This is an optimization exercise on Yosys and OpenROAD, whose aim is a short achievable clock period and few clock cycles, not a production implementation.
Only simulation tests tie the RTL to the original design; equivalence was not proved.

===== flow/run.sh =====
#!/bin/bash
# synth_recipe.tcl (not shown) runs the flow's synth.tcl, then flattens the netlist and writes it again
# the make line also repeats each setting of config.mk as NAME=value (left out here)
make -C /OpenROAD-flow-scripts/flow DESIGN_CONFIG=/design/flow/config.mk WORK_HOME=/design/flow/orfs CLKGATE_MAP_FILE= SYNTH_SCRIPT=/design/flow/synth_recipe.tcl finish

===== flow/config.mk =====
export PLATFORM = sky130hd
export DESIGN_NAME = muldiv_unit_p
export DESIGN_NICKNAME = muldiv_unit_p
export VERILOG_FILES = /design/flow/design.v
export SDC_FILE = /design/flow/constraint.sdc
export NUM_CORES = 4
export LEC_CHECK = 0
export CAP_MARGIN = 20
export CORE_MARGIN = 2
export CORE_UTILIZATION = 40
export SLEW_MARGIN = 20

===== flow/constraint.sdc =====
create_clock -name core_clock -period 12.0 [get_ports {clk}]
set_input_delay 2.4000 -clock core_clock [delete_from_list [all_inputs] [get_ports {clk}]]
set_output_delay 2.4000 -clock core_clock [all_outputs]
set_load 0.01 [all_outputs]

===== flow/design.v =====
module muldiv_unit_p #(
    parameter int WIDTH   = 32,
    parameter int MUL_LAT = 5
) (
    input  logic             clk,
    input  logic             reset,
    input  logic             start,
    input  logic [2:0]       op,
    input  logic [WIDTH-1:0] src_a,
    input  logic [WIDTH-1:0] src_b,
    input  logic             cancel,
    input  logic             wr_en,
    input  logic             wr_hi,
    input  logic [WIDTH-1:0] wr_data,
    output logic             busy,
    output logic             done,
    output logic [WIDTH-1:0] hi,
    output logic [WIDTH-1:0] lo
);
    localparam int MAX_LAT = (WIDTH > MUL_LAT) ? WIDTH : MUL_LAT;
    localparam int CW      = $clog2(MAX_LAT + 1);
    localparam logic [CW-1:0] MUL_LAST = CW'(MUL_LAT - 1);
    localparam logic [CW-1:0] DIV_LAST = CW'(WIDTH - 1);
    typedef enum logic [1:0] {IDLE, MUL, DIV} state_t;
    state_t           state, state_next;
    logic [CW-1:0]    count;
    logic [2:0]       op_q;
    logic [WIDTH-1:0] a_q, b_q;
    logic [WIDTH-1:0] rem, quo, dmag;
    logic             accept, last, commit;
    logic             start_sdiv, a_neg_in, b_neg_in;
    logic [WIDTH-1:0] amag_in, bmag_in;
    logic [WIDTH:0]   shifted, diff;
    logic [WIDTH-1:0] rem_n, quo_n;
    logic [2*WIDTH-1:0] ext_a, ext_b, product, acc, mul_res;
    logic [WIDTH-1:0] res_hi, res_lo;
    logic             sdiv, smul;
    assign busy   = (state != IDLE);
    assign accept = (state == IDLE) && start && !cancel;
    assign last   = ((state == MUL) && (count == MUL_LAST)) ||
                    ((state == DIV) && (count == DIV_LAST));
    assign commit = last && !cancel;
    always_ff @(posedge clk or posedge reset) begin
        if (reset) state <= IDLE;
        else       state <= state_next;
    end
    always_comb begin
        state_next = state;
        case (state)
            IDLE: if (accept) state_next = (op[2:1] == 2'b01) ? DIV : MUL;
            MUL, DIV: if (cancel || last) state_next = IDLE;
            default: state_next = IDLE;
        endcase
    end
    always_comb begin
        start_sdiv = (op[2:1] == 2'b01) && !op[0];
        a_neg_in   = start_sdiv && src_a[WIDTH-1];
        b_neg_in   = start_sdiv && src_b[WIDTH-1];
        amag_in    = a_neg_in ? (~src_a + WIDTH'(1)) : src_a;
        bmag_in    = b_neg_in ? (~src_b + WIDTH'(1)) : src_b;
    end
    always_comb begin
        shifted = {rem, quo[WIDTH-1]};
        diff    = shifted - {1'b0, dmag};
        if (!diff[WIDTH]) begin
            rem_n = diff[WIDTH-1:0];
            quo_n = {quo[WIDTH-2:0], 1'b1};
        end else begin
            rem_n = shifted[WIDTH-1:0];
            quo_n = {quo[WIDTH-2:0], 1'b0};
        end
    end
    always_comb begin
        smul    = !op_q[0];
        sdiv    = !op_q[0];
        ext_a   = {{WIDTH{smul & a_q[WIDTH-1]}}, a_q};
        ext_b   = {{WIDTH{smul & b_q[WIDTH-1]}}, b_q};
        product = ext_a * ext_b;
        acc     = {hi, lo};
        case (op_q[2:1])
            2'b10:   mul_res = acc + product;
            2'b11:   mul_res = acc - product;
            default: mul_res = product;
        endcase
        if (state == DIV) begin
            if (b_q == '0) begin
                res_hi = a_q;
                res_lo = '1;
            end else begin
                res_lo = (sdiv && (a_q[WIDTH-1] ^ b_q[WIDTH-1])) ? (~quo_n + WIDTH'(1)) : quo_n;
                res_hi = (sdiv && a_q[WIDTH-1]) ? (~rem_n + WIDTH'(1)) : rem_n;
            end
        end else begin
            res_hi = mul_res[2*WIDTH-1:WIDTH];
            res_lo = mul_res[WIDTH-1:0];
        end
    end
    always_ff @(posedge clk or posedge reset) begin
        if (reset) begin
            count <= '0;
            op_q  <= '0;
            a_q   <= '0;
            b_q   <= '0;
            rem   <= '0;
            quo   <= '0;
            dmag  <= '0;
            hi    <= '0;
            lo    <= '0;
            done  <= 1'b0;
        end else begin
            done <= commit;
            if (accept) begin
                op_q  <= op;
                a_q   <= src_a;
                b_q   <= src_b;
                count <= '0;
                rem   <= '0;
                quo   <= amag_in;
                dmag  <= bmag_in;
            end else if (state != IDLE) begin
                count <= count + CW'(1);
                if (state == DIV) begin
                    rem <= rem_n;
                    quo <= quo_n;
                end
            end
            if (commit) begin
                hi <= res_hi;
                lo <= res_lo;
            end else if ((state == IDLE) && wr_en && !accept) begin
                if (wr_hi) hi <= wr_data;
                else       lo <= wr_data;
            end
        end
    end
endmodule

==> run summary <==
status - no timing/DRC/antenna violations
Die Wd - 389 um
fin crit period - 11.42 ns
Setup crit start - a_q[11]
skew final - 0.0380 ns
min-delay src - dmag[27]
First-pass DRT Iterations - 6
Post-layout nets - 8567
setup tns final - 0 ns
Layout fillers - 14504
HP Class - reg2reg
CTS Sinks - 235
highest metal layer with signal wires - met4
layout cells sized above 1 - 0.0624
WS Path Type - reg2reg
synthesized net count - 8508
Mean Syn Cell Area - 8.50 um2
period utilisation layout - 0.952
Worst EP arrival - 11.90 ns
CTS tree - built
CP peak stage delay - 0.55 ns
Tot GR Track Use - 0.273
largest net degree at the start of global routing - 111
clk root buf - clkbuf_16
core area - 0.147 mm2
total gr overflow - 0
commonest cells in the netlist - 1198 x inv_1, 1168 x nand2_1, 1127 x fa_1
Die ar. - 0.151 mm2
mapped cell area - 0.0592 mm2
num ports - 171
CP Max Fanout - 8
asr flop ratio synth - 1.00
Finished Core Util - 0.443
sequential area share after synthesis - 0.0994
CP Launch Type - flip-flop
cells after synthesis - 6958
via/cell ratio - 5.49
Hold Vio Cnt, Final - 0
via count - 49237
most common cell in the netlist - inv_1
Worst R2R Start - a_q[11]
Synth top area share - 0.381
Die Y - 389 um
initial DRC count - 4072
Routed WL - 203 mm
largest cells by area after synthesis - fa_1 38%, dfrtp_1 9.9%, inv_1 7.6%
TritonCTS Buffers - 31
area leader, netlist - fa_1
Placement Rows - 141
maximum clock frequency - 87.6 MHz
DRC viols - 0
H-Tree Depth - 1
clock latency (worst-skew pair) - 0.63 ns
Slew headroom - 0.229
final setup violation count - 0
#FFs+latches synth - 235
WP buf/inv - 10
antenna-violating nets left - 0
vias in the first global route - 51527
Top Family by Delay on Critical Path - adder cells
met2 wire len - 93.8 mm
maxcap violations - 0
most used cell along the critical path - fa_1
initial antenna violation count - 5
clock-pin slew on the worst setup and hold paths - 0.07 ns
CP required - 12.48 ns
max-slew violations - 0
HPWL after DPL - 168 mm
Yosys cell types - 94
CP endpoint kind - flip-flop
Most used DFF post-synth - dfrtp_1
M1 WL - 86.5 mm
met3 WL - 13.3 mm
EDFF count, synth - 0
Slowest cell on crit path - dfrtp_1
unrepaired setup endpoints after global routing - no
synth warn - 1
P&R area growth vs syn - 10.3%
routed len/inst - 22.7 um
Initial Util - 0.402
Slew @ Worst Pin - 1.15 ns
I/O Buffers - 170
Clock Tree Buf Depth - 3
hold_buf cts - 0
first-pass GRT wire length - 317 mm
RePlAce Congestion - 0.978
worst paths after layout:
check / depth (start not counted) / end / slack (ns)
max reg2reg: 46 / hi[30] / 0.58
max in group asynchronous: 3 / dmag[0] / 8.02
min reg2reg: 2 / dmag[27] / 0.48
min in group asynchronous: 2 / dmag[25] / 2.38
max: 46 / hi[30] / 0.58
min: 2 / dmag[27] / 0.48
cell usage in the layout (no fill, tap or decap), drive strengths merged, types with 233 or more instances in the layout:
cell,count
buf,270
nand2,1168
dfrtp,235
and2,399
ha,318
nor2,233
fa,1127
a21oi,257
o21ai,305
inv,1201
worst register-to-register path, delay by kind of cell (launching register included):
family,cells,cell delay [ns]
buffers and inverters,10,1.18
XOR/XNOR,2,0.40
flip-flops,1,0.55
AND/OR/NAND/NOR,6,0.96
AO/OA/AOI/OAI,17,3.59
adder cells (fa/ha/maj),10,4.51
multiplexers,1,0.09
layout make-up:
| type | instances | area [um2] | share of cell area |
|---|---|---|---|
| multi-input combinational | 5108 | 47300 | 0.725 |
| sequential | 235 | 5940 | 0.0910 |
| inverter | 1201 | 4520 | 0.0692 |
| timing repair buffer | 440 | 3970 | 0.0608 |
| tap | 1930 | 2410 | 0.0370 |
| clock buffer | 45 | 888 | 0.0136 |
| clock inverter | 11 | 199 | 0.00305 |
| antenna | 3 | 7.51 | 0.000115 |
per-layer routing:
layer | GRT usage | vias up
li1 | - | 21830
met1 | 0.375 | 25333
met2 | 0.440 | 1709
met3 | 0.0327 | 365
met4 | 0.104 | 0
met5 | 0 | -
state kept, by name, indices dropped and copies added (netlist names), 6 cells and up:
name   count
quo       32
rem       32
dmag      32
count      6
lo        32
hi        32
a_q       32
b_q       31
cells by family (layout without fill, tap and decap cells):
| logic type | count (synthesis) | after routing | share of synthesized area |
|---|---|---|---|
| flip-flops | 235 | 235 | 0.0994 |
| other | 0 | 3 | 0 |
| AND/OR/NAND/NOR | 2218 | 2218 | 0.174 |
| buffers and inverters | 1615 | 1697 | 0.103 |
| XOR/XNOR | 327 | 327 | 0.0484 |
| adder cells (fa/ha/maj) | 1445 | 1445 | 0.449 |
| multiplexers | 123 | 123 | 0.0210 |
| AO/OA/AOI/OAI | 995 | 995 | 0.106 |
stage by stage:
stage	cell area [um2]	worst slack (ns)	hold slack, ns	std cells
after floorplan	59200	0.901	0.450	6958
after global placement	64000	0.234	0.466	8912
after detailed placement	64000	0.114	0.472	8912
after CTS	65100	0.0948	0.484	8968
after global routing	65300	0.00331	0.510	8971
final	65300	0.580	0.480	8973
repair_timing:
item | CTS | global route
setup buffers | 0 | 2
gates resized for setup | 0 | 71
endpoints found under the setup margin | 0 | 19
Testbench counts, summed over its fixed seeds: cycles 75,132.

afterwards: timing with drivers on the ports:
Ports are ideal in the flow. The routed layout listed here was re-timed in OpenROAD.
Step 1: set_driving_cell puts a clkbuf_16 on clk and a buf_2 on each other input, an assumption about the parent block.
Step 2, shift: input delay + t, output delay - t, t = (earliest + latest rising clock arrival at the registers) / 2. This alone moves slack from input paths to output paths.
a / b / c = no drivers / after step 1 / after step 2; a / b = the first two.
shift t [ns]: 0.673
slack for setup (ns): 0.580 / 0.580 / 0.580
worst setup path after step 2: register to register
worst register clock-pin slew, ns: 0.07 / 0.07
worst slew at a driven data input, ns: 0.15
After both steps setup and hold are still met in this run. For this run, drivers alone change the setup slack by 0.000 ns; drivers and shift together by 0.000 ns.
